This is an optimization exercise on Yosys and OpenROAD, whose aim is small area, not a production implementation. In this exercise RTL edits were held to simulation tests only and were not proved equivalent to the original. Power and IR drop assume default switching activity.

### flow/config.mk
export PLATFORM = sky130hd
export DESIGN_NAME = synth_top
export DESIGN_NICKNAME = synth_top
export VERILOG_FILES = /design/flow/design.v
export SDC_FILE = /design/flow/constraint.sdc
export NUM_CORES = 4
export LEC_CHECK = 0
export CAP_MARGIN = 20
export CORE_MARGIN = 2
export CORE_UTILIZATION = 40
export CTS_CLUSTER_DIAMETER = 100
export CTS_CLUSTER_SIZE = 25
export SLEW_MARGIN = 20
export SYNTH_HIERARCHICAL = 1
export SYNTH_MINIMUM_KEEP_SIZE = 0
### flow/design.v
package synth_pkg;
  typedef logic signed [24-1:0] sample_t;
  typedef logic [22-0:0] period_t;
  typedef logic [27-23:0] bank_idx_t;
endpackage
`timescale 1ns/10ps
module note_scheduler (
  input  logic                    clk_calc,
  input  logic                    arst_n,
  input  logic                    cmd_valid,
  input  logic [32-1:0] cmd_data,
  input  logic [3:0]              bank_playing,
  output logic [3:0]              period_we,
  output logic                    on2,
  output logic                    off2,
  output logic [1:0]              idx2,
  output logic                    done_valid,
  output logic [1:0]              done_bank
);
  logic       hit;
  logic       nz;
  logic       on1, off1;
  logic [1:0] idx1;
  logic       d3;
  logic [1:0] idx3;
  assign hit = cmd_valid && (cmd_data[27:23+2] == '0);
  assign nz  = (cmd_data[22:0] != '0);
  always_comb begin
    for (int i = 0; i < 4; i++)
      period_we[i] = hit && (cmd_data[23+1:23] == 2'(i));
  end
  always_ff @(posedge clk_calc or negedge arst_n) begin
    if (!arst_n) begin
      on1        <= 1'b0;
      off1       <= 1'b0;
      on2        <= 1'b0;
      off2       <= 1'b0;
      d3         <= 1'b0;
      done_valid <= 1'b0;
    end else begin
      on1        <= hit && nz;
      off1       <= hit && !nz;
      on2        <= on1;
      off2       <= off1;
      d3         <= off2 && bank_playing[idx2];
      done_valid <= d3;
    end
  end
  always_ff @(posedge clk_calc) begin
    idx1      <= cmd_data[23+1:23];
    idx2      <= idx1;
    idx3      <= idx2;
    done_bank <= idx3;
  end
endmodule
`timescale 1ns/10ps
module note_xnor2 (input logic a, b, output logic y);
  assign y = !(a ^ b);
endmodule
module note_mux2i (input logic s, a0, a1, output logic y);
  assign y = !(s ? a1 : a0);
endmodule
module note_nor2 (input logic a, b, output logic y);
  assign y = !(a || b);
endmodule
module note_nand2 (input logic a, b, output logic y);
  assign y = !(a && b);
endmodule
module note_xor2 (input logic a, b, output logic y);
  assign y = a ^ b;
endmodule
module note_bank (
  input  logic                clk_calc,
  input  logic                arst_n,
  input  logic                period_we,
  input  synth_pkg::period_t  period_in,    
  input  logic                note_on,
  input  logic                note_off,
  output logic                playing,
  output logic                pol
);
  localparam int W = 22 - 0 + 1;
  localparam synth_pkg::period_t INV  = 23'h2aaaab;
  localparam synth_pkg::period_t PINV = 23'h555554;
  synth_pkg::period_t period_q;
  synth_pkg::period_t cnt_s;
  synth_pkg::period_t cnt_s_next;
  logic [W:0]         brw;
  logic               half_end;
  logic               reload;
  assign half_end = (cnt_s == (23'd1 ^ INV));
  assign reload   = note_on || half_end;
  always_ff @(posedge clk_calc) begin
    if (period_we) period_q <= period_in;
  end
  note_mux2i u_m0 (.s (reload), .a0 (cnt_s[0]), .a1 (period_q[0]), .y (cnt_s_next[0]));
  assign brw[1] = cnt_s[0];
  for (genvar i = 1; i < W; i++) begin : g_cnt
    logic x;
    if (i % 2 == 1) begin : g_inv
      note_xnor2 u_x (.a (cnt_s[i]), .b (brw[i]), .y (x));
      note_nand2 u_b (.a (brw[i]), .b (cnt_s[i]), .y (brw[i+1]));
    end else begin : g_true
      note_xor2  u_x (.a (cnt_s[i]), .b (brw[i]), .y (x));
      note_nor2  u_b (.a (brw[i]), .b (cnt_s[i]), .y (brw[i+1]));
    end
    note_mux2i u_m (.s (reload), .a0 (x), .a1 (period_q[i]), .y (cnt_s_next[i]));
  end
  always_ff @(posedge clk_calc or negedge arst_n) begin
    if (!arst_n) begin
      playing <= 1'b0;
    end else if (note_on) begin
      playing <= 1'b1;
    end else if (note_off) begin
      playing <= 1'b0;
    end
  end
  always_ff @(posedge clk_calc) begin
    cnt_s <= cnt_s_next;
    if (note_on) begin
      pol <= 1'b1;
    end else if (half_end) begin
      pol <= !pol;
    end
  end
endmodule
`timescale 1ns/10ps
module voice_mixer (
  input  logic                clk_calc,
  input  logic                arst_n,
  input  logic [3:0]          playing,
  input  logic [3:0]          pol,
  output synth_pkg::sample_t  audio
);
  logic signed [3:0] mix_sum;
  logic signed [3:0] mix_q;
  logic [2:0] n_pos;
  logic [2:0] n_idle;
  logic [3:0] c_sum;
  always_comb begin
    n_pos  = '0;
    n_idle = '0;
    for (int i = 0; i < 4; i++) begin
      n_pos  = n_pos  + 3'(playing[i] && pol[i]);
      n_idle = n_idle + 3'(!playing[i]);
    end
    c_sum   = {n_pos, 1'b0} + {1'b0, n_idle};
    mix_sum = c_sum - 4'd4;
  end
  always_ff @(posedge clk_calc or negedge arst_n) begin
    if (!arst_n) begin
      mix_q <= '0;
    end else begin
      mix_q <= mix_sum;
    end
  end
  assign audio = {mix_q, 20'd0};
endmodule
`timescale 1ns/10ps
module lite_ao3n (
  input  logic a0, s0, a1, s1, a2, s2,
  output logic y
);
  assign y = !((a0 && s0) || (a1 && s1) || (a2 && s2));
endmodule
module lite_nand11 (
  input  logic [10:0] a,
  output logic        y
);
  assign y = !(&a);
endmodule
module lite_nor2 (
  input  logic a, b,
  output logic y
);
  assign y = !(a || b);
endmodule
module lite_regfile (
  input  logic                   clk_calc,
  input  logic                   arst_n,
  input  logic [4-1:0] lite_wstrb,
  input  logic                   lite_rden,
  input  logic [31:0]            lite_addr,
  input  logic [31:0]            lite_wr_data,
  output logic [31:0]            lite_rd_data
);
  logic [6-2:0] word_idx;
  logic [31:0]                           rd_sel;
  logic [31:0]                           wr_en [4];
  logic [31:0]                           mem [32];
  logic [31:0]                           rd_next;
  assign word_idx = lite_addr[6:2];
  logic [7:0] row_n;
  logic [3:0] rd_col_n;
  logic [3:0] wr_col_n [4];
  always_comb begin
    for (int r = 0; r < 8; r++)
      row_n[r] = !(word_idx[4:2] == 3'(r));
    for (int c = 0; c < 4; c++) begin
      rd_col_n[c] = !(lite_rden && (word_idx[1:0] == 2'(c)));
      for (int k = 0; k < 4; k++)
        wr_col_n[k][c] = !(lite_wstrb[k] && (word_idx[1:0] == 2'(c)));
    end
  end
  for (genvar w = 0; w < 32; w++) begin : g_dec
    lite_nor2 u_rd (.a(row_n[w/4]), .b(rd_col_n[w%4]), .y(rd_sel[w]));
    for (genvar k = 0; k < 4; k++) begin : g_lane
      lite_nor2 u_wr (.a(row_n[w/4]), .b(wr_col_n[k][w%4]), .y(wr_en[k][w]));
    end
  end
  for (genvar w = 0; w < 32; w++) begin : g_word
    for (genvar k = 0; k < 4; k++) begin : g_lane
      always_ff @(posedge clk_calc) begin
        if (wr_en[k][w]) mem[w][k*8 +: 8] <= lite_wr_data[k*8 +: 8];
      end
    end
  end
  for (genvar j = 0; j < 32; j++) begin : g_bit
    logic [32:0] d;
    logic [32:0] s;
    logic [10:0] t;
    for (genvar w = 0; w < 32; w++) begin : g_in
      assign d[w] = mem[w][j];
      assign s[w] = rd_sel[w];
    end
    assign d[32] = lite_rd_data[j];
    assign s[32] = !lite_rden;
    for (genvar g = 0; g < 11; g++) begin : g_ao
      lite_ao3n u_ao (
        .a0 (d[3*g]),   .s0 (s[3*g]),
        .a1 (d[3*g+1]), .s1 (s[3*g+1]),
        .a2 (d[3*g+2]), .s2 (s[3*g+2]),
        .y  (t[g])
      );
    end
    lite_nand11 u_or (.a(t), .y(rd_next[j]));
  end
  always_ff @(posedge clk_calc or negedge arst_n) begin
    if (!arst_n) begin
      lite_rd_data <= '0;
    end else begin
      lite_rd_data <= rd_next;
    end
  end
endmodule
`timescale 1ns/10ps
module synth_top (
  input  logic                    clk_calc,
  input  logic                    arst_n,
  input  logic                    cmd_valid,
  input  logic [32-1:0] cmd_data,
  output logic                    done_valid,
  output synth_pkg::bank_idx_t    done_bank,
  output synth_pkg::sample_t      audio,
  input  logic                    lite_wren,
  input  logic [4-1:0]  lite_wstrb,
  input  logic                    lite_rden,
  input  logic [31:0]             lite_addr,
  input  logic [31:0]             lite_wr_data,
  output logic [31:0]             lite_rd_data
);
  logic [3:0] period_we;
  logic       on2, off2;
  logic [1:0] idx2;
  logic [1:0] done_idx;
  logic [3:0] playing;
  logic [3:0] pol;
  note_scheduler u_note_scheduler (
    .clk_calc     (clk_calc),
    .arst_n       (arst_n),
    .cmd_valid    (cmd_valid),
    .cmd_data     (cmd_data),
    .bank_playing (playing),
    .period_we    (period_we),
    .on2          (on2),
    .off2         (off2),
    .idx2         (idx2),
    .done_valid   (done_valid),
    .done_bank    (done_idx)
  );
  assign done_bank = {3'd0, done_idx};
  for (genvar i = 0; i < 4; i++) begin : g_bank
    note_bank u_note_bank (
      .clk_calc  (clk_calc),
      .arst_n    (arst_n),
      .period_we (period_we[i]),
      .period_in   (cmd_data[22:0] ^ 23'h555554),
      .note_on   (on2 && (idx2 == 2'(i))),
      .note_off  (off2 && (idx2 == 2'(i))),
      .playing   (playing[i]),
      .pol       (pol[i])
    );
  end
  voice_mixer u_voice_mixer (
    .clk_calc (clk_calc),
    .arst_n   (arst_n),
    .playing  (playing),
    .pol      (pol),
    .audio    (audio)
  );
  lite_regfile u_lite_regfile (
    .clk_calc     (clk_calc),
    .arst_n       (arst_n),
    .lite_wstrb   (lite_wstrb),
    .lite_rden    (lite_rden),
    .lite_addr    (lite_addr),
    .lite_wr_data (lite_wr_data),
    .lite_rd_data (lite_rd_data)
  );
endmodule
### flow/run.sh
#!/bin/bash
# synth_recipe.tcl (not shown) runs the flow's synth.tcl, then flattens the netlist and writes it again
# the make line also repeats each setting of config.mk as NAME=value (left out here)
make -C /OpenROAD-flow-scripts/flow DESIGN_CONFIG=/design/flow/config.mk WORK_HOME=/design/flow/orfs CLKGATE_MAP_FILE= SYNTH_SCRIPT=/design/flow/synth_recipe.tcl finish
### flow/constraint.sdc
create_clock -name core_clock -period 10.0 [get_ports {clk_calc}]
set_input_delay 2.0000 -clock core_clock [delete_from_list [all_inputs] [get_ports {clk_calc}]]
set_output_delay 2.0000 -clock core_clock [all_outputs]
set_load 0.01 [all_outputs]
==> results of run 1 <==
[power by group through the flow]
stage	clock network, mW	registers (mW)	logic, mW
final	2.72	6.12	0.674
after global routing	2.96	6.15	0.741
after global placement	0	6.24	0.657
after floorplan	0	6.20	0.415
after CTS	2.79	6.13	0.688
after detailed placement	0	6.25	0.680
[critical path: stages]
cell and delay [ns]:
clkdlybuf4s50_1 1.06, nand3b_1 0.56, nor2_2 1.03, buf_4 0.43, a222oi_1 0.18, nand4_1 0.18
or3_1 0.17
[cell type report]
class	instances	area, sq um
fill	9486	62100
tap	1500	1880
sequential	1266	36700
multi-input combinational	1052	8090
inverter	23	87.6
clock inverter	7	126
timing repair buffer	169	1490
clock buffer	102	1640
[placed cells by master (no fill, tap or decap), types with 3 or more instances in the layout]
cell type,netlist,final
nor4_2,4,4
and4bb_2,4,4
edfxtp_1,1116,1116
clkbuf_16,0,58
and3b_1,4,4
conb_1,2,23
nor2_2,0,30
dfrtp_1,46,46
nand4_1,72,72
or4b_1,4,4
fa_1,3,3
or3b_1,8,8
and2_1,5,5
clkbuf_1,0,42
nor2b_1,4,4
a222oi_1,352,352
nand2_1,44,44
buf_4,55,55
clkdlybuf4s50_1,0,90
a21o_1,5,5
xor2_1,44,44
xnor2_1,45,45
nand3_1,38,38
or3_1,33,33
nor4_1,5,5
nand3b_1,14,14
mux2i_1,96,96
ha_1,4,4
dfxtp_1,104,104
nor2_1,213,181
buf_2,3,21
inv_1,22,22
nor3b_1,6,6
or2_2,4,4
nand4b_1,4,4
[path summary, 6_finish.rpt]
kind	start	to	slack, ns	cells after the start
setup / recovery	lite_addr[3]	u_lite_regfile.lite_rd_data[16]	5.00	7
hold / removal	u_note_scheduler.idx1[0]	u_note_scheduler.idx2[0]	0.34	0
setup reg to reg	g_bank[2].u_note_bank.cnt_s[0]	g_bank[2].u_note_bank.cnt_s[22]	6.29	23
hold reg to reg	u_note_scheduler.idx1[0]	u_note_scheduler.idx2[0]	0.34	0
max in group asynchronous	arst_n	u_lite_regfile.lite_rd_data[13]	7.91	2
min in group asynchronous	arst_n	u_lite_regfile.lite_rd_data[25]	1.48	2
[per-layer routing]
layer / GRT usage / share of wire / vias up / routed length, um
met4: 0.0516 / 0.025 / 0 / 2680
li1: - / - / 10474 / -
met1: 0.239 / 0.39 / 12576 / 42800
met3: 0.0241 / 0.077 / 147 / 8390
met5: 0 / 0 / - / 0
met2: 0.320 / 0.51 / 1109 / 55300
[Yosys stat by module (local to each module, per instance)]
module	flops+latches	copies in the design	area (sq um)
lite_nor2	0	160	3.75
note_xnor2	0	44	8.76
note_nor2	0	40	3.75
voice_mixer	4	1	455
lite_ao3n	0	352	10.0
lite_regfile	1056	1	32000
note_xor2	0	44	8.76
note_bank	48	4	1310
note_scheduler	14	1	454
synth_top	0	1	130
note_nand2	0	44	3.75
note_mux2i	0	92	10.0
lite_nand11	0	32	23.8
[through the flow]
step / instance area [sq um] / util / power (mW)
detailed placement: 48300 / 0.431 / 6.93
global placement: 48300 / 0.431 / 6.90
floorplan: 45300 / - / 6.62
global route: 50100 / 0.446 / 9.85
finish: 50100 / 0.446 / 9.52
CTS: 50100 / 0.447 / 9.61
[cell families (layout without fill, tap and decap cells)]
group           Yosys count  count (layout)
flops                  1266            1266
mux                      97              97
other cells               2              23
fa+ha+maj                 7               7
xor+xnor                 89              89
simple gates            477             477
compound gates          359             359
buf+inv                  82             301
[cells in the mapped netlist (all sizes together) (3+ instances only)]
| master | n |
|---|---|
| mux2i | 96 |
| and3b | 4 |
| or2 | 4 |
| a222oi | 352 |
| nand4 | 72 |
| fa | 3 |
| nand2 | 44 |
| dfrtp | 46 |
| nand3 | 38 |
| ha | 4 |
| or3b | 8 |
| buf | 59 |
| xor2 | 44 |
| inv | 22 |
| and2 | 5 |
| a21o | 5 |
| and4bb | 4 |
| nand4b | 4 |
| nand3b | 14 |
| xnor2 | 45 |
| edfxtp | 1116 |
| nor4 | 9 |
| nor2b | 4 |
| or3 | 33 |
| nor3b | 8 |
| nor2 | 213 |
| or4b | 5 |
| dfxtp | 104 |
| and3 | 3 |
[sequential cells by signal, summed over array words and instances, names as in the netlist, 2 cells and up]
name	cells
g_bank.u_note_bank.cnt_s	92
g_bank.u_note_bank.period_q	92
g_bank.u_note_bank.playing	4
g_bank.u_note_bank.pol	4
u_lite_regfile.lite_rd_data	32
u_lite_regfile.mem	1024
u_note_scheduler.done_bank	2
u_note_scheduler.idx1	2
u_note_scheduler.idx2	2
u_note_scheduler.idx3	2
u_voice_mixer.mix_q	4
==> impl_metrics.ini, run 1 <==
[status]
outcome = timing/DRC/antenna clean

[finish]
drive_above_1_share = 0.0752
antenna_cells = 0
area_growth_pct = 10.8
nets = 2682
final_cells = 4119

[power]
power_frac_clock = 0.286
p_per_area_mw_per_mm2 = 190
combPwrFrac = 0.071
switching_share = 0.222
power_leakage_nw = 15.4
p_int_mw = 7.41
switchingPower_mw = 2.11
pwr-share-seq = 0.643
peakVddDrop_v = 0.000148

[yosys]
synth_top_family_by_area = compound AO/OA/AOI/OAI gates
postSynthCellCount = 2379
synthMuxAreaShare = 0.0218
ys_seq_area_frac = 0.813
synth-compound-area-share = 0.0792
synth_edf_count = 1116
synth_simple_gate_area_frac = 0.0541
synthDominantCellAreaShare = 0.742
synth_area_leaders = edfxtp_1 74%, a222oi_1 7.8%, dfxtp_1 4.6%
synth-seq-cells = 1266
synth_xor_area_frac = 0.0173
synth_warnings = 15
synth-main-ff-cell = edfxtp_1
ys_async_sr_fraction = 0.0363
synth_top_cell_by_area = edfxtp_1
syn_area_sq_mm = 0.0452
syn_area_per_cell_sq_um = 19.0
ys_types = 42
synth_adder_area_share = 0.00244

[setup_path]
required_ns = 10.63
cp-end-kind = flop
arrival_ns = 5.64
crit_fanout = 20
start_kind = primary input
crit_type = in -> reg

[die]
die_x_um = 340
die_area_sq_mm = 0.116
die_h_um = 340
io-pin-count = 167
initial_core_util = 0.403
coreArea_sq_mm = 0.112
std_cell_rows = 123

[timing]
slew_violations = 0
period_needed_ns = 5.00
fmax_mhz = 200
slew_headroom = 0.239
setup_violations = 0
setup_tns_ns = 0
timing.hold.ws_ns = 0.336
worstMarginPinSlew_ns = 1.14
hold_violations = 0
fin_ws_ns = 5.00
clock_skew_ns = 0.0559
rsz0062_at_grt = no
finalCritPeriodShare = 0.500

[global_route]
grt_pass1_vias = 24015
antenna_found_initial = 0
grt-ovfl-total = 0
grt_max_degree = 47
track_usage = 0.183
grt_pass1_wl_mm = 158

[cts]
htreeDepth = 2
clk_pin_slew_ns = 0.09
post_cts_resized = 0
clk_latency_ns = 0.72
numCtsBuffers = 58
cts_sinks = 1266
cts_tree = done
clk_path_buf_depth = 3
ctsHoldBuffers = 0
cts_post_setup_buffers_inserted = 0
root_buffer = clkbuf_16

[drt]
avgRoutedWirePerCell_um = 26.5
ant_nets = 0
first_iter_violations = 3949
vias = 24306
drt-pass1-iter-count = 17
drc = 0
drt-vias-per-instance = 5.90
wl_mm = 109

[placement]
io_buffers = 111
dp.final_hpwl_mm = 70.9
dp.cells = 4008
place.gp.congestion = 0.808
dpl_worst_slack_ns = 4.34

[job]
cap_violations = 0

[worst_hold_path]
min_path_type = reg -> reg
==> run 2: changes to the inputs <==
==> flow/flow/run.sh (new file) <==
#!/bin/bash
# The standard layout (standard.sh, the standard flow's own ORFS run, synthesis included),
# with two changes:
#  - the port buffers are buf_1 instead of the buffer ORFS picks by itself;
#  - clock tree synthesis clusters up to 25 sinks per leaf buffer and inserts
#    no dummy loads.
# make's full output goes to run_make.log here; ORFS keeps each step's log
# under orfs/logs/.
set -euo pipefail
export BUFFER_PORTS_ARGS="-buffer_cell sky130_fd_sc_hd__buf_1"
export CTS_ARGS="-sink_clustering_enable -repair_clock_nets -sink_clustering_size 25 -sink_clustering_max_diameter 100 -dont_use_dummy_load"
bash standard.sh synth > run_synth.log 2>&1
bash standard.sh finish > run_make.log 2>&1
==> flow/standard.sh (new file) <==
#!/bin/bash
# synth_recipe.tcl (not shown) runs the flow's synth.tcl, then flattens the netlist and writes it again
# the make line also repeats each setting of config.mk as NAME=value (left out here)
make -C /OpenROAD-flow-scripts/flow DESIGN_CONFIG=/design/flow/config.mk WORK_HOME=/design/flow/orfs CLKGATE_MAP_FILE= SYNTH_SCRIPT=/design/flow/synth_recipe.tcl "${@:-finish}"
removed: flow/run.sh
==> run 2 against run 1 <==
  * First-iteration DRC count up 4.0%
  * Clock skew rose by 0.031 ns
  * Sequential share of layout area is 1.1 points higher
  * Power fell by 2.4%
  * Highest routed layer is now met5
  * Still clean
  * Clock-buffer cell count shrank 43
  * Maximum frequency increased by 2.6%
  * Sequential power is essentially flat
  * Global-route usage about the same
==> impl_metrics.ini, run 2 <==
[finish]
top_regs = u_lite_regfile.mem (1024), g_bank.u_note_bank.cnt_s (92), g_bank.u_note_bank.period_q (92)
top_register = u_lite_regfile.mem
drive_above_1_share = 0.0719
multi_input_area_sq_mm = 0.00810
nets = 2700
fin_util = 0.439
area_growth_pct = 9.11
final_common_cell = edfxtp_1
antenna_cells = 0
mostFrequentLayoutCells = 1,116 x edfxtp_1, 352 x a222oi_1, 181 x nor2_1
largest_reg_flops = 1024
final_cells = 4086
regArea_sq_mm = 0.0367
fillers = 9624

[setup_path]
required_ns = 10.60
r2r_slack_ns = 6.20
cpPeakStageDelay_ns = 1.02
start_kind = primary input
arrival_ns = 5.47
crit_type = in -> reg
slowest_stage = nor2_2
worst-r2r-cell-count = 23
reg2reg_from = g_bank[1].u_note_bank.cnt_s[0]
r2r-end = g_bank[1].u_note_bank.cnt_s[22]
worstPathCellList = buf_1 > nand3_1 > nor2_2 > buf_4 > a222oi_1 > nand4_1 > or3_1
cp-end-kind = flop
crit_fanout = 20

[global_route]
grt_pass1_vias = 23966
track_usage = 0.183
antenna_found_initial = 2
grt_max_degree = 47
grt-busiest-layer = met2
grt-ovfl-total = 0
use_met1 = 0.241
gr-usage-met3 = 0.0244
grt_pass1_wl_mm = 157
use_met2 = 0.319

[power]
switching_share = 0.218
combPwrFrac = 0.067
power_leakage_nw = 15.0
pwr-share-seq = 0.659
peakVddDrop_v = 0.000150
switchingPower_mw = 2.02
power_frac_clock = 0.274
p_int_mw = 7.27
p_per_area_mw_per_mm2 = 188

[drt]
drc = 0
drt-pass1-iter-count = 13
wl_mm = 109
ant_nets = 0
avgRoutedWirePerCell_um = 26.7
first_iter_violations = 4106
vias = 24196
drt-vias-per-instance = 5.92

[job]
cap_violations = 0

[cts]
cts_sinks = 1266
clk_pin_slew_ns = 0.10
numCtsBuffers = 59
cts_tree = done
post_cts_resized = 0
clk_path_buf_depth = 3
clk_latency_ns = 0.72
root_buffer = clkbuf_16
cts_post_setup_buffers_inserted = 0
ctsHoldBuffers = 0
htreeDepth = 2

[placement]
dp.final_hpwl_mm = 70.3
io_buffers = 111
dp.cells = 4025
place.gp.congestion = 0.797

[worst_hold_path]
min_path_type = reg -> reg
hold-path-endpoint = u_note_scheduler.idx2[1]
hold_depth = 0
hp-start = u_note_scheduler.idx1[1]

[timing]
clock_skew_ns = 0.0871
worstMarginPinSlew_ns = 1.13
fmax_mhz = 205
timing.hold.ws_ns = 0.335
slew_violations = 0
rsz0062_at_grt = no
setup_tns_ns = 0
slew_headroom = 0.246
finalCritPeriodShare = 0.488
period_needed_ns = 4.88
hold_violations = 0
setup_violations = 0

[yosys]
synthDominantCellAreaShare = 0.742
ys_seq_area_frac = 0.813
yosysMostFrequentCell = edfxtp_1
synth_xor_area_frac = 0.0173
synth_top_cell_by_area = edfxtp_1
synth_top_family_by_area = compound AO/OA/AOI/OAI gates
postSynthCellCount = 2379
synth-compound-area-share = 0.0792
synth_area_leaders = edfxtp_1 74%, a222oi_1 7.8%, dfxtp_1 4.6%
synth_adder_area_share = 0.00244
syn_area_per_cell_sq_um = 19.0
synth_common_cells = 1,116 x edfxtp_1, 352 x a222oi_1, 213 x nor2_1, 104 x dfxtp_1, 96 x mux2i_1
syn_area_sq_mm = 0.0452
synth-main-ff-cell = edfxtp_1
synth-seq-cells = 1266
ys_types = 42
synth_edf_count = 1116
synth_simple_gate_area_frac = 0.0541
synthMuxAreaShare = 0.0218
ys_async_sr_fraction = 0.0363
synth_warnings = 15

[die]
die_area_sq_mm = 0.116
initial_core_util = 0.403
io-pin-count = 167
std_cell_rows = 123
coreArea_sq_mm = 0.112
die_x_um = 340
die_h_um = 340

[status]
outcome = timing/DRC/antenna clean
[run 2: cell count changes in the layout (fill, tap and decap cells not counted), moves of 2 or more]
cell and delta:
buf_4 +18, clkbuf_1 -42, nor2_4 +2, nor2_2 -2
clkinv_16 -2, clkinv_8 -2, clkdlybuf4s50_1 -90, clkbuf_8 -2
buf_1 +110, buf_2 -20
[run 2: layout make-up]
cell class,instances,area share
Sequential cell,1266,0.745
Multi-Input combinational cell,1052,0.164
Tap cell,1500,0.0381
Clock buffer,59,0.0300
Timing Repair Buffer,186,0.0204
Inverter,23,0.00178
[run 2: cell families (layout without fill, tap and decap cells)]
kind of cell / Yosys count / after routing
buf+inv: 82 / 268
mux: 97 / 97
simple gates: 477 / 477
other cells: 2 / 23
flops: 1266 / 1266
xor+xnor: 89 / 89
compound gates: 359 / 359
fa+ha+maj: 7 / 7
[run 2: metrics by stage]
step           setup WS [ns]  cell area [sq um]  power (mW)
3_5_place_dp            4.51              47800        6.87
5_1_grt                 5.05              49300        9.62
4_1_cts                 5.24              49200        9.36
3_3_place_gp            4.47              47800        6.83
2_1_floorplan           5.37              45300        6.62
6_report                5.12              49300        9.29
[run 2: power groups by stage]
| stage | logic [mW] | clock network [mW] | registers (mW) |
|---|---|---|---|
| 2_1_floorplan | 0.415 | 0 | 6.20 |
| 3_3_place_gp | 0.600 | 0 | 6.23 |
| 3_5_place_dp | 0.629 | 0 | 6.24 |
| 4_1_cts | 0.634 | 2.60 | 6.12 |
| 5_1_grt | 0.689 | 2.78 | 6.15 |
| 6_report | 0.622 | 2.54 | 6.12 |
[run 2: metal layers]
layer / routed length (um) / vias up
met1: 42000 / 12443
met4: 2490 / 2
li1: - / 10446
met2: 55400 / 1188
met3: 9420 / 117
met5: 13 / -
[run 2: modules after synthesis, one instance, submodules excluded, excerpt]
module	copies in the design	cells inside
lite_ao3n	352	1
lite_nand11	32	4
lite_nor2	160	1
lite_regfile	1	1121
note_bank	4	63
note_mux2i	92	1
note_nand2	44	1
note_scheduler	1	31
note_xnor2	44	1
note_xor2	44	1
voice_mixer	1	48
[run 2: how the worst max path moves through the flow]
stage                 startpoint                                 to  slack [ns]  cells past startpoint
global route        lite_addr[2]    u_lite_regfile.lite_rd_data[20]        5.05                      7
CTS                 lite_addr[2]    u_lite_regfile.lite_rd_data[20]        5.24                      7
detailed placement  lite_addr[2]    u_lite_regfile.lite_rd_data[20]        4.51                      7
finish              lite_addr[3]    u_lite_regfile.lite_rd_data[20]        5.12                      7
global placement    lite_addr[3]    u_lite_regfile.lite_rd_data[23]        4.47                      7
floorplan           cmd_data[26]  g_bank[0].u_note_bank.period_q[0]        5.37                      2
[run 2: worst max-delay path: cells and delay by family]
kind	cells	cell delay, ns
AO/OA/AOI/OAI	1	0.20
buffers and inverters	2	1.23
AND/OR/NAND/NOR	4	2.02
==> run 3: changes to the inputs <==
--- a/flow/design.v
+++ b/flow/design.v
@@ -71,2 +71,5 @@
 endmodule
+module note_upd (input logic q, hold, d, wen, output logic y);
+  assign y = (q && hold) || (d && wen);
+endmodule
 module note_bank (
@@ -75,2 +78,3 @@
   input  logic                period_we,
+  input  logic                period_hold,    
   input  synth_pkg::period_t  period_in,    
@@ -92,4 +96,11 @@
   assign reload   = note_on || half_end;
+  synth_pkg::period_t period_nxt;
+  for (genvar i = 0; i < W; i++) begin : g_per
+    note_upd u_upd (
+      .q (period_q[i]), .hold (period_hold), .d (period_in[i]), .wen (period_we),
+      .y (period_nxt[i])
+    );
+  end
   always_ff @(posedge clk_calc) begin
-    if (period_we) period_q <= period_in;
+    period_q <= period_nxt;
   end
@@ -177,2 +188,14 @@
 endmodule
+module lite_nand2 (
+  input  logic a, b,
+  output logic y
+);
+  assign y = !(a && b);
+endmodule
+module lite_upd (
+  input  logic q, hold, d, wen,
+  output logic y
+);
+  assign y = (q && hold) || (d && wen);
+endmodule
 module lite_regfile (
@@ -192,12 +215,18 @@
   assign word_idx = lite_addr[6:2];
-  logic [7:0] row_n;
-  logic [3:0] rd_col_n;
-  logic [3:0] wr_col_n [4];
+  logic [7:0]  row, row_n;
+  logic [3:0]  rd_col_n;
+  logic [3:0]  wr_col [4];
+  logic [3:0]  wr_col_n [4];
+  logic [31:0] wr_hold [4];
   always_comb begin
-    for (int r = 0; r < 8; r++)
+    for (int r = 0; r < 8; r++) begin
+      row[r]   = (word_idx[4:2] == 3'(r));
       row_n[r] = !(word_idx[4:2] == 3'(r));
+    end
     for (int c = 0; c < 4; c++) begin
       rd_col_n[c] = !(lite_rden && (word_idx[1:0] == 2'(c)));
-      for (int k = 0; k < 4; k++)
+      for (int k = 0; k < 4; k++) begin
+        wr_col[k][c]   = lite_wstrb[k] && (word_idx[1:0] == 2'(c));
         wr_col_n[k][c] = !(lite_wstrb[k] && (word_idx[1:0] == 2'(c)));
+      end
     end
@@ -207,3 +236,4 @@
     for (genvar k = 0; k < 4; k++) begin : g_lane
-      lite_nor2 u_wr (.a(row_n[w/4]), .b(wr_col_n[k][w%4]), .y(wr_en[k][w]));
+      lite_nor2  u_wr (.a(row_n[w/4]), .b(wr_col_n[k][w%4]), .y(wr_en[k][w]));
+      lite_nand2 u_hd (.a(row[w/4]),   .b(wr_col[k][w%4]),   .y(wr_hold[k][w]));
     end
@@ -211,6 +241,14 @@
   for (genvar w = 0; w < 32; w++) begin : g_word
-    for (genvar k = 0; k < 4; k++) begin : g_lane
-      always_ff @(posedge clk_calc) begin
-        if (wr_en[k][w]) mem[w][k*8 +: 8] <= lite_wr_data[k*8 +: 8];
-      end
+    logic [31:0] nxt;
+    for (genvar j = 0; j < 32; j++) begin : g_bit
+      lite_upd u_upd (
+        .q    (mem[w][j]),
+        .hold (wr_hold[j/8][w]),
+        .d    (lite_wr_data[j]),
+        .wen  (wr_en[j/8][w]),
+        .y    (nxt[j])
+      );
+    end
+    always_ff @(posedge clk_calc) begin
+      mem[w] <= nxt;
     end
@@ -285,3 +323,4 @@
       .arst_n    (arst_n),
-      .period_we (period_we[i]),
+      .period_we   (period_we[i]),
+      .period_hold (!period_we[i]),
       .period_in   (cmd_data[22:0] ^ 23'h555554),
==> flow/flow/run.sh (replaced) <==
#!/bin/bash
# The standard layout (standard.sh, the standard flow's own ORFS run, synthesis included),
# with two changes:
#  - the port buffers are buf_1 instead of the buffer ORFS picks by itself;
#  - clock tree synthesis uses clkbuf_8, clusters up to 16 sinks per leaf
#    buffer and inserts
#    no dummy loads.
# make's full output goes to run_make.log here; ORFS keeps each step's log
# under orfs/logs/.
set -euo pipefail
export BUFFER_PORTS_ARGS="-buffer_cell sky130_fd_sc_hd__buf_1"
export CTS_ARGS="-sink_clustering_enable -repair_clock_nets -sink_clustering_size 16 -sink_clustering_max_diameter 80 -dont_use_dummy_load -buf_list sky130_fd_sc_hd__clkbuf_8"
bash standard.sh synth > run_synth.log 2>&1
bash standard.sh finish > run_make.log 2>&1
==> run 3 against run 2 <==
  * Still clean
  * Synthesized cell count up 54%
  * Clock power down 6%
  * Cell count increased by 31%
  * Critical endpoint is now u_lite_regfile.lite_rd_data[23]
==> impl_metrics.ini, run 3 <==
[drt]
wl_mm = 142
drt-pass1-iter-count = 8
vias = 34439
avgRoutedWirePerCell_um = 26.6
drc = 0
drt-vias-per-instance = 6.44
first_iter_violations = 4946
ant_nets = 0

[yosys]
synth-main-ff-cell = dfxtp_1
ys_async_sr_fraction = 0.0363
syn_area_sq_mm = 0.0445
synth_edf_count = 0
ys_types = 42
synth_common_cells = 1,220 x dfxtp_1, 1,116 x a22o_1, 352 x a222oi_1, 213 x nor2_1, 172 x nand2_1
yosysMostFrequentCell = dfxtp_1
synth_area_leaders = dfxtp_1 55%, a22o_1 22%, a222oi_1 7.9%
synth_top_cell_by_area = dfxtp_1
syn_area_per_cell_sq_um = 12.2
ys_seq_area_frac = 0.574
synth_warnings = 18
synthDominantCellAreaShare = 0.549
synth-seq-cells = 1266
postSynthCellCount = 3660

[die]
initial_core_util = 0.403
std_cell_rows = 122
die_x_um = 338
die_h_um = 338
io-pin-count = 167
die_area_sq_mm = 0.114
coreArea_sq_mm = 0.111

[status]
outcome = timing/DRC/antenna clean

[setup_path]
crit_fanout = 17
required_ns = 10.67
worst-r2r-cell-count = 23
r2r_slack_ns = 6.25
arrival_ns = 5.22
reg2reg_from = g_bank[3].u_note_bank.cnt_s[0]
cp-end-kind = flop
r2r-end = g_bank[3].u_note_bank.cnt_s[22]
start_kind = primary input
crit_type = in -> reg

[global_route]
grt_pass1_wl_mm = 209
gr-usage-met3 = 0.0416
grt_max_degree = 47
use_met1 = 0.330
grt-ovfl-total = 0
use_met2 = 0.375
antenna_found_initial = 4
grt-busiest-layer = met2
track_usage = 0.238
grt_pass1_vias = 32732

[timing]
period_needed_ns = 4.55
timing.hold.ws_ns = 0.331
finalCritPeriodShare = 0.455
slew_violations = 0
setup_tns_ns = 0
setup_violations = 0
clock_skew_ns = 0.100
rsz0062_at_grt = no
hold_violations = 0
fmax_mhz = 220
worstMarginPinSlew_ns = 1.22
slew_headroom = 0.187

[job]
cap_violations = 0

[cts]
clk_latency_ns = 0.79
cts_post_setup_buffers_inserted = 0
cts_sinks = 1266
htreeDepth = 3
clk_path_buf_depth = 3
post_cts_resized = 0
cts_tree = done
numCtsBuffers = 90
root_buffer = clkbuf_8
clk_pin_slew_ns = 0.09
ctsHoldBuffers = 0

[placement]
dp.final_hpwl_mm = 89.8
place.gp.congestion = 0.856
io_buffers = 111

[finish]
final_common_cell = dfxtp_1
area_growth_pct = 8.38
drive_above_1_share = 0.0588
nets = 3975
multi_input_area_sq_mm = 0.0186
fillers = 10431
top_regs = u_lite_regfile.mem (1024), g_bank.u_note_bank.cnt_s (92), g_bank.u_note_bank.period_q (92)
regArea_sq_mm = 0.0256
mostFrequentLayoutCells = 1,220 x dfxtp_1, 1,116 x a22o_1, 352 x a222oi_1
top_register = u_lite_regfile.mem
largest_reg_flops = 1024
fin_util = 0.437

[worst_hold_path]
hold_depth = 0
min_path_type = reg -> reg
hold-path-endpoint = u_note_scheduler.idx2[1]
hp-start = u_note_scheduler.idx1[1]

[power]
peakVddDrop_v = 0.000120
p_per_area_mw_per_mm2 = 221
power_leakage_nw = 17.9
## run 3: cell type report
cell class / count / area share
Timing Repair Buffer: 154 / 0.0170
Inverter: 31 / 0.00244
Tap cell: 1488 / 0.0386
Multi-Input combinational cell: 2320 / 0.386
Clock buffer: 90 / 0.0257
Antenna cell: 2 / 0.000104
Sequential cell: 1266 / 0.530
## run 3: Yosys stat by module (local to each module, per instance)
| module | copies in the design | cell area, sq um |
|---|---|---|
| lite_ao3n | 352 | 10.0 |
| lite_nand11 | 32 | 23.8 |
| lite_nand2 | 128 | 3.75 |
| lite_nor2 | 160 | 3.75 |
| lite_regfile | 1 | 22000 |
| lite_upd | 1024 | 8.76 |
| note_bank | 4 | 1070 |
| note_mux2i | 92 | 10.0 |
| note_nand2 | 44 | 3.75 |
| note_nor2 | 40 | 3.75 |
| note_scheduler | 1 | 454 |
| note_upd | 92 | 8.76 |
| note_xnor2 | 44 | 8.76 |
| note_xor2 | 44 | 8.76 |
| synth_top | 1 | 145 |
| voice_mixer | 1 | 470 |
## run 3: power by group
| group | switching (mW) | internal, mW | leakage [nW] | total (mW) |
|---|---|---|---|---|
| Clock | 1.59 | 0.808 | 0.647 | 2.39 |
| Combinational | 0.605 | 0.941 | 6.49 | 1.55 |
| Sequential | 0.622 | 6.08 | 10.7 | 6.71 |
| Total | 2.81 | 7.83 | 17.9 | 10.6 |
## run 3: logic make-up after synthesis
logic type	synth area share
adder cells (fa/ha/maj)	0.00247
AND/OR/NAND/NOR	0.0699
buffers and inverters	0.0134
flip-flops	0.574
multiplexers	0.0221
XOR/XNOR	0.0175
AO/OA/AOI/OAI	0.300
other	0.000169
## run 3: per-stage QoR
stage	cells	setup slack, ns	total power, mW	cell area, sq um
after floorplan	3681	5.06	7.86	44600
after global placement	5256	4.89	8.27	46900
after detailed placement	5257	4.87	8.33	47000
after CTS	5347	5.65	10.7	48200
after global routing	5350	5.41	11.1	48200
final	5351	5.45	10.6	48200
## run 3: critical path: stages
cell,delay [ns]
buf_1,0.07
buf_4,0.19
nand3b_1,0.66
buf_4,0.48
nor2_2,0.81
buf_4,0.43
a222oi_1,0.17
nand4_1,0.25
or3_1,0.13
## run 3: worst max path at each step
stage / from / endpoint / depth (start not counted)
after floorplan: cmd_data[26] / g_bank[0].u_note_bank.period_q[0] / 4
after global placement: lite_addr[6] / u_lite_regfile.lite_rd_data[9] / 9
after global routing: lite_addr[4] / u_lite_regfile.lite_rd_data[23] / 9
after CTS: lite_addr[4] / u_lite_regfile.lite_rd_data[23] / 9
after detailed placement: lite_addr[5] / u_lite_regfile.lite_rd_data[27] / 9
final: lite_addr[4] / u_lite_regfile.lite_rd_data[23] / 9
## run 3: routing by layer
metal  share of wire  up-vias
met5        0.000091        -
met2            0.45     1545
met1            0.44    17164
met4           0.032        2
met3           0.081      254
li1                -    15474
==> run 4: changes to the inputs <==
--- a/flow/design.v
+++ b/flow/design.v
@@ -87,3 +87,3 @@
   localparam synth_pkg::period_t INV  = 23'h2aaaab;
-  localparam synth_pkg::period_t PINV = 23'h555554;
+  localparam synth_pkg::period_t PINV = 23'h2aaaaa;
   synth_pkg::period_t period_q;
@@ -94,4 +94,6 @@
   logic               reload;
+  logic               keep;
   assign half_end = (cnt_s == (23'd1 ^ INV));
   assign reload   = note_on || half_end;
+  assign keep     = !reload;
   synth_pkg::period_t period_nxt;
@@ -111,9 +113,9 @@
     if (i % 2 == 1) begin : g_inv
-      note_xnor2 u_x (.a (cnt_s[i]), .b (brw[i]), .y (x));
+      note_xor2  u_x (.a (cnt_s[i]), .b (brw[i]), .y (x));
       note_nand2 u_b (.a (brw[i]), .b (cnt_s[i]), .y (brw[i+1]));
     end else begin : g_true
-      note_xor2  u_x (.a (cnt_s[i]), .b (brw[i]), .y (x));
+      note_xnor2 u_x (.a (cnt_s[i]), .b (brw[i]), .y (x));
       note_nor2  u_b (.a (brw[i]), .b (cnt_s[i]), .y (brw[i+1]));
     end
-    note_mux2i u_m (.s (reload), .a0 (x), .a1 (period_q[i]), .y (cnt_s_next[i]));
+    note_upd u_m (.q (x), .hold (keep), .d (period_q[i]), .wen (reload), .y (cnt_s_next[i]));
   end
@@ -325,3 +327,3 @@
       .period_hold (!period_we[i]),
-      .period_in   (cmd_data[22:0] ^ 23'h555554),
+      .period_in   (cmd_data[22:0] ^ 23'h2aaaaa),
       .note_on   (on2 && (idx2 == 2'(i))),
==> run 4 against run 3 <==
  * Still clean
  * Register-to-register slack improved by 0.04 ns
  * Routed wire length rose by 1.9%
  * Clock power about the same
  * Design area barely moved
  * Largest cell class unchanged
==> impl_metrics.ini, run 4 <==
[setup_path]
path_common_cell = buf_4
cp-end-kind = flop
worstPathCellList = buf_1 > nand3b_1 > buf_4 > nor2_2 > buf_4 > a222oi_1 > nand4_1 > or3_1
critPathTopFamily = simple AND/OR/NAND/NOR gates
start_kind = primary input
required_ns = 10.71
slowest_stage = nor2_2
crit_fanout = 17
cpPeakStageDelay_ns = 0.78
cp.buffers_inverters = 3
arrival_ns = 5.51
reg2reg_from = g_bank[3].u_note_bank.cnt_s[0]
crit_type = in -> reg
r2r_slack_ns = 6.29
worst-r2r-cell-count = 23
r2r-end = g_bank[3].u_note_bank.cnt_s[22]

[finish]
largest_reg_flops = 1024
drive_above_1_share = 0.0589
fin_util = 0.437
nets = 3983
top_regs = u_lite_regfile.mem (1024), g_bank.u_note_bank.cnt_s (92), g_bank.u_note_bank.period_q (92)
mostFrequentLayoutCells = 1,220 x dfxtp_1, 1,204 x a22o_1, 352 x a222oi_1
final_common_cell = dfxtp_1
top_register = u_lite_regfile.mem
area_growth_pct = 8.63
fillers = 10342

[cts]
cts_sinks = 1266
root_buffer = clkbuf_8
cts_post_setup_buffers_inserted = 0
numCtsBuffers = 90
post_cts_resized = 0
cts_tree = done
htreeDepth = 3
clk_latency_ns = 0.80
clk_pin_slew_ns = 0.09
clk_path_buf_depth = 3
ctsHoldBuffers = 0

[yosys]
synth_adder_area_share = 0.00248
syn_area_per_cell_sq_um = 12.1
yosysMostFrequentCell = dfxtp_1
synth_simple_gate_area_frac = 0.0704
synth-seq-cells = 1266
synth_area_leaders = dfxtp_1 55%, a22o_1 24%, a222oi_1 7.9%
synth-main-ff-cell = dfxtp_1
postSynthCellCount = 3664
synth_edf_count = 0
ys_types = 42
synthMuxAreaShare = 0.00231
synth_common_cells = 1,220 x dfxtp_1, 1,204 x a22o_1, 352 x a222oi_1, 217 x nor2_1, 172 x nand2_1
synth_xor_area_frac = 0.0175
syn_area_sq_mm = 0.0444
synthDominantCellAreaShare = 0.550
ys_async_sr_fraction = 0.0363
synth_top_family_by_area = compound AO/OA/AOI/OAI gates
ys_seq_area_frac = 0.576
synth_top_cell_by_area = dfxtp_1
synth_warnings = 18
synth-compound-area-share = 0.318

[placement]
io_buffers = 111
dpl_worst_slack_ns = 4.54
place.gp.congestion = 0.862
dp.final_hpwl_mm = 89.6

[worst_hold_path]
hp-start = u_note_scheduler.idx1[1]
hold-path-endpoint = u_note_scheduler.idx2[1]
min_path_type = reg -> reg
hold_depth = 0

[drt]
ant_nets = 0
drc = 0
avgRoutedWirePerCell_um = 27.0
first_iter_violations = 4874
drt-vias-per-instance = 6.54
vias = 35032
drt-pass1-iter-count = 13
wl_mm = 145

[global_route]
track_usage = 0.243
antenna_found_initial = 2
grt-ovfl-total = 0
grt_max_degree = 47
grt_pass1_vias = 33579
grt_pass1_wl_mm = 213

[timing]
finalCritPeriodShare = 0.480
rsz0062_at_grt = no
slew_headroom = 0.173
worstMarginPinSlew_ns = 1.24
period_needed_ns = 4.80
clock_skew_ns = 0.136
setup_tns_ns = 0
setup_violations = 0
fin_ws_ns = 5.20
fmax_mhz = 208
slew_violations = 0
hold_violations = 0

[job]
cap_violations = 0

[power]
power_leakage_nw = 18.4
p_per_area_mw_per_mm2 = 222
peakVddDrop_v = 0.000137
power_mw = 10.7

[die]
io-pin-count = 167
std_cell_rows = 122
die_h_um = 337
initial_core_util = 0.403
coreArea_sq_mm = 0.110
die_x_um = 337
die_area_sq_mm = 0.114

[status]
outcome = timing/DRC/antenna clean
-- run 4: cell types whose count changed after synthesis, sizes merged --
cell / delta
a22o: +88
mux2i: -88
nor2: +4
-- run 4: worst max path at each step --
stage / startpoint / endpoint / slack, ns / depth (start not counted)
detailed placement: lite_addr[5] / u_lite_regfile.lite_rd_data[21] / 4.54 / 8
finish: lite_addr[6] / u_lite_regfile.lite_rd_data[5] / 5.20 / 8
CTS: lite_addr[5] / u_lite_regfile.lite_rd_data[12] / 5.36 / 8
global route: lite_addr[6] / u_lite_regfile.lite_rd_data[5] / 5.16 / 8
global placement: lite_addr[5] / u_lite_regfile.lite_rd_data[21] / 4.54 / 8
floorplan: cmd_data[26] / g_bank[0].u_note_bank.period_q[0] / 5.06 / 4
-- run 4: through the flow --
step | cell area (sq um) | instances | hold WS, ns
global placement | 46900 | 5262 | 0.314
global route | 48300 | 5358 | 0.350
finish | 48300 | 5359 | 0.333
detailed placement | 46900 | 5262 | 0.316
floorplan | 44500 | 3685 | 0.310
CTS | 48100 | 5352 | 0.338
-- run 4: power by group --
part,switching (mW),internal [mW],leakage [nW]
clock network,1.58,0.807,0.647
logic,0.609,0.999,7.05
registers,0.612,6.08,10.7
-- run 4: area by class of cell --
cell class	count	area, sq um	share of cell area
Inverter	31	118	0.00244
Sequential cell	1266	25600	0.530
Clock buffer	90	1240	0.0257
Tap cell	1488	1860	0.0386
Timing Repair Buffer	158	911	0.0189
Multi-Input combinational cell	2324	18500	0.384
Antenna cell	2	5.00	0.000104
-- run 4: layer usage --
| metal | global-route usage | up-vias | share of wire |
|---|---|---|---|
| met5 | 0 | - | 0 |
| met4 | 0.0938 | 0 | 0.037 |
| met3 | 0.0429 | 260 | 0.081 |
| met2 | 0.383 | 1611 | 0.45 |
| met1 | 0.332 | 17571 | 0.43 |
| li1 | - | 15590 | - |
-- run 4: cell families (layout without fill, tap and decap cells) --
group | Yosys count | count (layout)
multiplexers | 9 | 9
buffers and inverters | 95 | 279
AO/OA/AOI/OAI | 1563 | 1563
AND/OR/NAND/NOR | 633 | 633
flip-flops | 1266 | 1266
XOR/XNOR | 89 | 89
other | 2 | 25
adder cells (fa/ha/maj) | 7 | 7
-- run 4: modules after synthesis (local to each module, per instance), a selection --
module,times used,flops+latches,cells inside
lite_ao3n,352,0,1
lite_nand2,128,0,1
lite_nor2,160,0,1
lite_regfile,1,1056,1150
note_xnor2,44,0,1
synth_top,1,0,27
voice_mixer,1,4,52
-- run 4: worst register-to-register path: stages (launching register included) --
cell and delay [ns]:
dfxtp_1 0.41, nand2_1 0.10, nor2_1 0.17, nand2_1 0.11
nor2_1 0.16, nand2_1 0.11, nor2_1 0.16, nand2_1 0.11
nor2_1 0.16, nand2_1 0.10, nor2_1 0.17, nand2_1 0.11
nor2_1 0.16, nand2_1 0.11, nor2_1 0.19, nand2_1 0.13
nor2_1 0.17, nand2_1 0.11, nor2_1 0.17, nand2_1 0.11
nor2_1 0.16, nand2_1 0.09, xnor2_1 0.14, a22o_1 0.22
==> run 5: changes to the inputs <==
--- a/flow/design.v
+++ b/flow/design.v
@@ -196,7 +196,13 @@
 endmodule
-module lite_upd (
-  input  logic q, hold, d, wen,
+module lite_updn (
+  input  logic q, wen, hold, dn,
   output logic y
 );
-  assign y = (q && hold) || (d && wen);
+  assign y = !((q || wen) && (hold || dn));
+endmodule
+module lite_xor2 (
+  input  logic a, b,
+  output logic y
+);
+  assign y = a ^ b;
 endmodule
@@ -217,2 +223,10 @@
   assign word_idx = lite_addr[6:2];
+  logic        ph;
+  logic [31:0] wr_data_x;
+  always_ff @(posedge clk_calc) begin
+    ph <= !ph;
+  end
+  for (genvar j = 0; j < 32; j++) begin : g_wx
+    lite_xor2 u_x (.a (lite_wr_data[j]), .b (ph), .y (wr_data_x[j]));
+  end
   logic [7:0]  row, row_n;
@@ -245,7 +259,7 @@
     for (genvar j = 0; j < 32; j++) begin : g_bit
-      lite_upd u_upd (
+      lite_updn u_upd (
         .q    (mem[w][j]),
-        .hold (wr_hold[j/8][w]),
-        .d    (lite_wr_data[j]),
         .wen  (wr_en[j/8][w]),
+        .hold (wr_hold[j/8][w]),
+        .dn   (wr_data_x[j]),
         .y    (nxt[j])
@@ -257,2 +271,4 @@
   end
+  logic rd_flip;
+  assign rd_flip = lite_rden && ph;
   for (genvar j = 0; j < 32; j++) begin : g_bit
@@ -275,3 +291,5 @@
     end
-    lite_nand11 u_or (.a(t), .y(rd_next[j]));
+    logic o;
+    lite_nand11 u_or (.a(t), .y(o));
+    lite_xor2   u_x  (.a(o), .b(rd_flip), .y(rd_next[j]));
   end
==> run 5 against run 4 <==
  * Sequential share of layout area up 1.6 points
  * Hold slack improved by 0.0064 ns
  * Maximum frequency down 2.2%
  * Register-to-register slack better by 0.06 ns
  * Global-route usage is 0.90 points higher
  * Critical path depth unchanged
  * Synthesized cell count up 1.8%
  * Combinational power shrank 4%
  * Cell count down 0.19%
  * Routed wire length down 1.0%
  * Power up 1.7%
  * Largest cell class unchanged
==> impl_metrics.ini, run 5 <==
[setup_path]
arrival_ns = 5.51
start_kind = primary input
cp-end-kind = flop
crit_fanout = 20
required_ns = 10.60
worstPathCellList = buf_1 > or3b_2 > nor2_2 > buf_4 > a222oi_1 > nand4_1 > or3_1 > xor2_1
slowest_stage = or3b_2
crit_type = in -> reg
cpPeakStageDelay_ns = 0.90

[die]
die_x_um = 330
die_area_sq_mm = 0.109
coreArea_sq_mm = 0.105
initial_core_util = 0.403
std_cell_rows = 119
io-pin-count = 167
die_h_um = 330

[global_route]
grt_pass1_wl_mm = 211
track_usage = 0.252
grt_pass1_vias = 33382
grt_max_degree = 47
antenna_found_initial = 3
grt-ovfl-total = 0

[timing]
finalCritPeriodShare = 0.491
fin_ws_ns = 5.09
setup_tns_ns = 0
period_needed_ns = 4.91
setup_violations = 0
slew_violations = 0
clock_skew_ns = 0.154
timing.hold.ws_ns = 0.340
hold_violations = 0
slew_headroom = 0.164
fmax_mhz = 204
rsz0062_at_grt = no
worstMarginPinSlew_ns = 1.25

[cts]
clk_path_buf_depth = 3
cts_tree = done
ctsHoldBuffers = 0
clk_pin_slew_ns = 0.10
root_buffer = clkbuf_8
htreeDepth = 3
numCtsBuffers = 90
post_cts_resized = 0
clk_latency_ns = 0.81
cts_sinks = 1267
cts_post_setup_buffers_inserted = 0

[drt]
wl_mm = 143
drc = 0
avgRoutedWirePerCell_um = 26.8
vias = 35543
drt-pass1-iter-count = 12
first_iter_violations = 5049
drt-vias-per-instance = 6.64
ant_nets = 0

[finish]
mostFrequentLayoutCells = 1,220 x dfxtp_1, 1,024 x o22ai_1, 352 x a222oi_1
final_common_cell = dfxtp_1
top_regs = u_lite_regfile.mem (1024), g_bank.u_note_bank.cnt_s (92), g_bank.u_note_bank.period_q (92)
final_area_sq_mm = 0.0469
final_cells = 5349
top_register = u_lite_regfile.mem
fin_util = 0.446
regArea_sq_mm = 0.0256
largest_reg_flops = 1024
drive_above_1_share = 0.0627
multi_input_area_sq_mm = 0.0171
area_growth_pct = 10.5
fillers = 9913
nets = 4069

[power]
power_mw = 10.9
p_per_area_mw_per_mm2 = 232
peakVddDrop_v = 0.000134
power_leakage_nw = 16.9

[yosys]
syn_area_sq_mm = 0.0424
synth-seq-cells = 1267
ys_types = 43
ys_seq_area_frac = 0.603
ys_async_sr_fraction = 0.0363
yosysMostFrequentCell = dfxtp_1
synthDominantCellAreaShare = 0.576
synth_warnings = 18
synth_edf_count = 0
synth_top_cell_by_area = dfxtp_1
synth_area_leaders = dfxtp_1 58%, o22ai_1 15%, a222oi_1 8.3%
synth_common_cells = 1,221 x dfxtp_1, 1,024 x o22ai_1, 352 x a222oi_1, 217 x nor2_1, 180 x a22o_1
postSynthCellCount = 3731
synth-main-ff-cell = dfxtp_1
syn_area_per_cell_sq_um = 11.4

[placement]
place.gp.congestion = 0.860
dp.cells = 5246
dp.final_hpwl_mm = 91.0
placed_area_sq_mm = 0.0454
dpl_worst_slack_ns = 4.47
io_buffers = 111

[status]
outcome = timing/DRC/antenna clean

[job]
cap_violations = 0

[worst_hold_path]
min_path_type = reg -> reg
==> run 5: cell types whose count changed after synthesis, sizes merged <==
cell,previous run,this run
inv,30,31
and2,5,6
dfxtp,1220,1221
xor2,45,109
a22o,1204,180
o22ai,0,1024
==> run 5: critical path: cells and delay by family <==
| family | cells | cell delay [ns] |
|---|---|---|
| AND/OR/NAND/NOR | 4 | 1.95 |
| buffers and inverters | 2 | 0.89 |
| AO/OA/AOI/OAI | 1 | 0.49 |
| XOR/XNOR | 1 | 0.15 |
==> run 5: cell families (layout without fill, tap and decap cells) <==
logic type,Yosys count,count (layout),share of synthesized area
simple gates,634,634,0.0738
flops,1267,1267,0.603
other cells,2,26,0.000177
buf+inv,96,299,0.0142
mux,9,9,0.00242
fa+ha+maj,7,7,0.00259
compound gates,1563,1563,0.272
xor+xnor,153,153,0.0316
==> run 5: metal layers <==
metal	vias up	GRT usage	share of wire
met5	-	0	0
met4	0	0.101	0.040
met3	302	0.0432	0.088
met2	1765	0.389	0.44
met1	17547	0.352	0.43
li1	15929	-	-
==> run 5: worst paths after layout <==
check,startpoint,endpoint,slack [ns],cells past startpoint
max in group asynchronous,arst_n,g_bank[3].u_note_bank.playing,7.91,2
setup reg to reg,g_bank[2].u_note_bank.cnt_s[0],g_bank[2].u_note_bank.cnt_s[22],6.35,23
hold / removal,u_note_scheduler.idx1[1],u_note_scheduler.idx2[1],0.34,0
hold reg to reg,u_note_scheduler.idx1[1],u_note_scheduler.idx2[1],0.34,0
setup / recovery,lite_addr[6],u_lite_regfile.lite_rd_data[22],5.09,8
min in group asynchronous,arst_n,u_lite_regfile.lite_rd_data[5],1.38,2
==> run 5: per-module statistics from Yosys, one instance, submodules excluded, excerpt <==
module | flip-flops and latches | cells | area (sq um)
note_scheduler | 14 | 31 | 454
synth_top | 0 | 27 | 145
note_mux2i | 0 | 1 | 10.0
lite_ao3n | 0 | 1 | 10.0
note_xnor2 | 0 | 1 | 8.76
note_xor2 | 0 | 1 | 8.76
lite_updn | 0 | 1 | 6.26
==> run 5: layout make-up <==
cell class / count / share of cell area
flip-flops and latches: 1267 / 0.546
multi-input cells: 2389 / 0.364
well taps: 1391 / 0.0371
clock buffers: 90 / 0.0264
repair buffers: 177 / 0.0240
inverters: 32 / 0.00259
diodes: 3 / 0.000160
==> run 5: report_power, final <==
group	internal (mW)	total, mW	switching [mW]	leakage (nW)
sequential	6.27	6.95	0.682	11.0
clock	0.807	2.38	1.57	0.647
combinational	0.816	1.54	0.726	5.25
==> run 6: changes to the inputs <==
--- a/flow/design.v
+++ b/flow/design.v
@@ -208,2 +208,14 @@
 endmodule
+module lite_xnor2 (
+  input  logic a, b,
+  output logic y
+);
+  assign y = !(a ^ b);
+endmodule
+module lite_inv (
+  input  logic a,
+  output logic y
+);
+  assign y = !a;
+endmodule
 module lite_regfile (
@@ -229,3 +241,5 @@
   for (genvar j = 0; j < 32; j++) begin : g_wx
-    lite_xor2 u_x (.a (lite_wr_data[j]), .b (ph), .y (wr_data_x[j]));
+    logic xn;
+    lite_xnor2 u_x (.a (lite_wr_data[j]), .b (ph), .y (xn));
+    lite_inv   u_i (.a (xn), .y (wr_data_x[j]));
   end
==> run 6 against run 5 <==
  * Setup slack better by 0.015 ns
  * Cell count rose by 1.1%
  * Clock-buffer cell count unchanged
  * Clock skew fell by 0.052 ns
  * Power fell by 0.18%
  * Sequential share of layout area increased by 0.50 points
  * Register-to-register slack lost 0.08 ns
  * Sequential power hardly changed
  * Hold slack lost 0.010 ns
==> impl_metrics.ini, run 6 <==
[worst_hold_path]
hold-path-endpoint = u_note_scheduler.idx2[1]
min_path_type = reg -> reg
hp-start = u_note_scheduler.idx1[1]
hold_depth = 0

[global_route]
grt_max_degree = 47
grt-ovfl-total = 0
grt_pass1_vias = 33903
track_usage = 0.253
antenna_found_initial = 4
grt_pass1_wl_mm = 213

[job]
cap_violations = 0

[power]
p_per_area_mw_per_mm2 = 234
power_mw = 10.9
power_leakage_nw = 16.9
peakVddDrop_v = 0.000106

[cts]
root_buffer = clkbuf_8
cts_tree = done
clk_pin_slew_ns = 0.10
cts_sinks = 1267
ctsHoldBuffers = 0
clk_path_buf_depth = 3
htreeDepth = 3
clk_latency_ns = 0.80
numCtsBuffers = 90
post_cts_resized = 0
cts_post_setup_buffers_inserted = 0

[die]
initial_core_util = 0.404
coreArea_sq_mm = 0.105
io-pin-count = 167
std_cell_rows = 119
die_h_um = 330
die_area_sq_mm = 0.109
die_x_um = 330

[drt]
avgRoutedWirePerCell_um = 26.6
drt-vias-per-instance = 6.61
first_iter_violations = 5012
vias = 35759
ant_nets = 0
drt-pass1-iter-count = 22
drc = 0
wl_mm = 144

[setup_path]
slowest_stage = a222oi_1
path_common_cell = buf_4
cp.buffers_inverters = 3
start_kind = primary input
reg2reg_from = g_bank[3].u_note_bank.cnt_s[0]
worst-r2r-cell-count = 23
required_ns = 10.61
cp-end-kind = flop
worstPathCellList = buf_1 > nand3b_1 > buf_4 > nor2_2 > buf_4 > a222oi_1 > nand4_1 > or3_1 > xor2_1
critPathTopFamily = simple AND/OR/NAND/NOR gates
r2r-end = g_bank[3].u_note_bank.cnt_s[22]
crit_type = in -> reg
crit_fanout = 17
arrival_ns = 5.51
r2r_slack_ns = 6.27
cpPeakStageDelay_ns = 0.60

[finish]
mostFrequentLayoutCells = 1,220 x dfxtp_1, 1,024 x o22ai_1, 352 x a222oi_1
final_area_sq_mm = 0.0465
final_common_cell = dfxtp_1
top_register = u_lite_regfile.mem
largest_reg_flops = 1024
fin_util = 0.441
final_cells = 5408
area_growth_pct = 9.17
nets = 4126
top_regs = u_lite_regfile.mem (1024), g_bank.u_note_bank.cnt_s (92), g_bank.u_note_bank.period_q (92)
drive_above_1_share = 0.0606

[timing]
period_needed_ns = 4.90
clock_skew_ns = 0.103
timing.hold.ws_ns = 0.329
hold_violations = 0
fmax_mhz = 204
setup_tns_ns = 0
finalCritPeriodShare = 0.490
setup_violations = 0
worstMarginPinSlew_ns = 1.17
rsz0062_at_grt = no
slew_headroom = 0.217
fin_ws_ns = 5.10
slew_violations = 0

[status]
outcome = timing/DRC/antenna clean

[yosys]
ys_seq_area_frac = 0.601
syn_area_sq_mm = 0.0426
synth_warnings = 18
ys_types = 43
ys_async_sr_fraction = 0.0363
syn_area_per_cell_sq_um = 11.3
yosysMostFrequentCell = dfxtp_1
synth_area_leaders = dfxtp_1 57%, o22ai_1 15%, a222oi_1 8.3%
postSynthCellCount = 3763
synth-seq-cells = 1267
synthDominantCellAreaShare = 0.574
synth_edf_count = 0
synth_top_cell_by_area = dfxtp_1
synth_common_cells = 1,221 x dfxtp_1, 1,024 x o22ai_1, 352 x a222oi_1, 217 x nor2_1, 180 x a22o_1
synth-main-ff-cell = dfxtp_1

[placement]
dpl_worst_slack_ns = 4.53
dp.final_hpwl_mm = 91.2
dp.cells = 5312
io_buffers = 111
place.gp.congestion = 0.872
placed_area_sq_mm = 0.0452
## run 6: area by class of cell
cell class              instances  area, sq um
fillers                     10108        58900
repair buffers                202         1160
multi-input cells            2389        16500
flip-flops and latches       1267        25600
clock buffers                  90         1240
well taps                    1391         1740
diodes                          5         12.5
inverters                      64          241
## run 6: cells by family (layout without fill, tap and decap cells)
family | after synthesis | in the layout | synth area share
AO/OA/AOI/OAI | 1563 | 1563 | 0.272
XOR/XNOR | 153 | 153 | 0.0315
adder cells (fa/ha/maj) | 7 | 7 | 0.00259
buffers and inverters | 128 | 356 | 0.0170
flip-flops | 1267 | 1267 | 0.601
multiplexers | 9 | 9 | 0.00241
other | 2 | 28 | 0.000176
AND/OR/NAND/NOR | 634 | 634 | 0.0736
## run 6: Yosys stat by module, one instance, submodules excluded, excerpt
module	cell area, sq um	cells inside	times used	flops+latches
lite_nor2	3.75	1	160	0
lite_regfile	22000	1153	1	1057
lite_inv	3.75	1	32	0
note_mux2i	10.0	1	4	0
lite_updn	6.26	1	1024	0
note_xor2	8.76	1	44	0
note_scheduler	454	31	1	14
## run 6: power by group
part	switching (mW)	total (mW)	internal [mW]
logic	0.707	1.52	0.810
registers	0.688	6.96	6.27
clock network	1.57	2.38	0.807
total	2.97	10.9	7.89
## run 6: how the worst max path moves through the flow
stage                             from                           endpoint  slack (ns)  cells after the start
after floorplan           cmd_data[26]  g_bank[0].u_note_bank.period_q[0]        5.06                      4
after global placement    lite_addr[5]    u_lite_regfile.lite_rd_data[19]        4.57                      9
after detailed placement  lite_addr[5]    u_lite_regfile.lite_rd_data[19]        4.53                      9
after CTS                 lite_addr[5]    u_lite_regfile.lite_rd_data[17]        5.37                      9
after global routing      lite_addr[5]    u_lite_regfile.lite_rd_data[19]        5.13                      9
final                     lite_addr[5]    u_lite_regfile.lite_rd_data[17]        5.10                      9
## run 6: worst reg2reg max path: stages, from the launching register on
cell	delay (ns)
dfxtp_1	0.40
nand2_1	0.10
nor2_1	0.17
nand2_1	0.11
nor2_1	0.16
nand2_1	0.11
nor2_1	0.18
nand2_1	0.12
nor2_1	0.16
nand2_1	0.10
nor2_1	0.18
nand2_1	0.11
nor2_1	0.17
nand2_1	0.11
nor2_1	0.18
nand2_1	0.11
nor2_1	0.17
nand2_1	0.11
nor2_1	0.17
nand2_1	0.11
nor2_1	0.16
nand2_1	0.09
xnor2_1	0.13
a22o_1	0.22
## run 6: routing by layer
layer | global-route usage | vias to the layer above | wire, um | part of all wire
li1 | - | 16032 | - | -
met1 | 0.349 | 17619 | 61300 | 0.43
met2 | 0.394 | 1823 | 64300 | 0.45
met3 | 0.0440 | 283 | 12900 | 0.090
met4 | 0.0983 | 2 | 5550 | 0.039
met5 | 0 | - | 13 | 0.000090

what the ideal ports hide:
The flow's constraints put no driver on any port. The routed layouts listed below were extracted and timed again, unchanged, in two steps. Step 1, drivers: a clkbuf_16 drives clk_calc and a buf_2 each remaining input, both assumed. Step 2 times the ports against the registers' clock, not the clock port: input delays grow and output delays shrink by t, the midpoint of the rising clock arrivals with the driver on. Slacks: no drivers / after step 1 / after step 2; pairs: no drivers / after step 1.
run | t (ns) | setup slack, ns | worst data-port slew with drivers (ns) | pins driven straight from the clock port
run 1 | 0.757 | 4.998 / 5.041 / 4.284 | 0.05 | 1
run 2 | 0.720 | 5.124 / 5.139 / 4.419 | 0.13 | 1
run 3 | 0.791 | 5.450 / 5.501 / 4.710 | 0.15 | 1
run 4 | 0.802 | 5.196 / 5.230 / 4.428 | 0.19 | 1
run 5 | 0.789 | 5.090 / 5.106 / 4.316 | 0.16 | 1
run 6 | 0.807 | 5.105 / 5.140 / 4.332 | 0.16 | 1
After both steps every run listed still meets setup and hold. For run 5, which loses most, drivers alone change the setup slack by +0.016 ns; drivers and shift together by -0.774 ns.
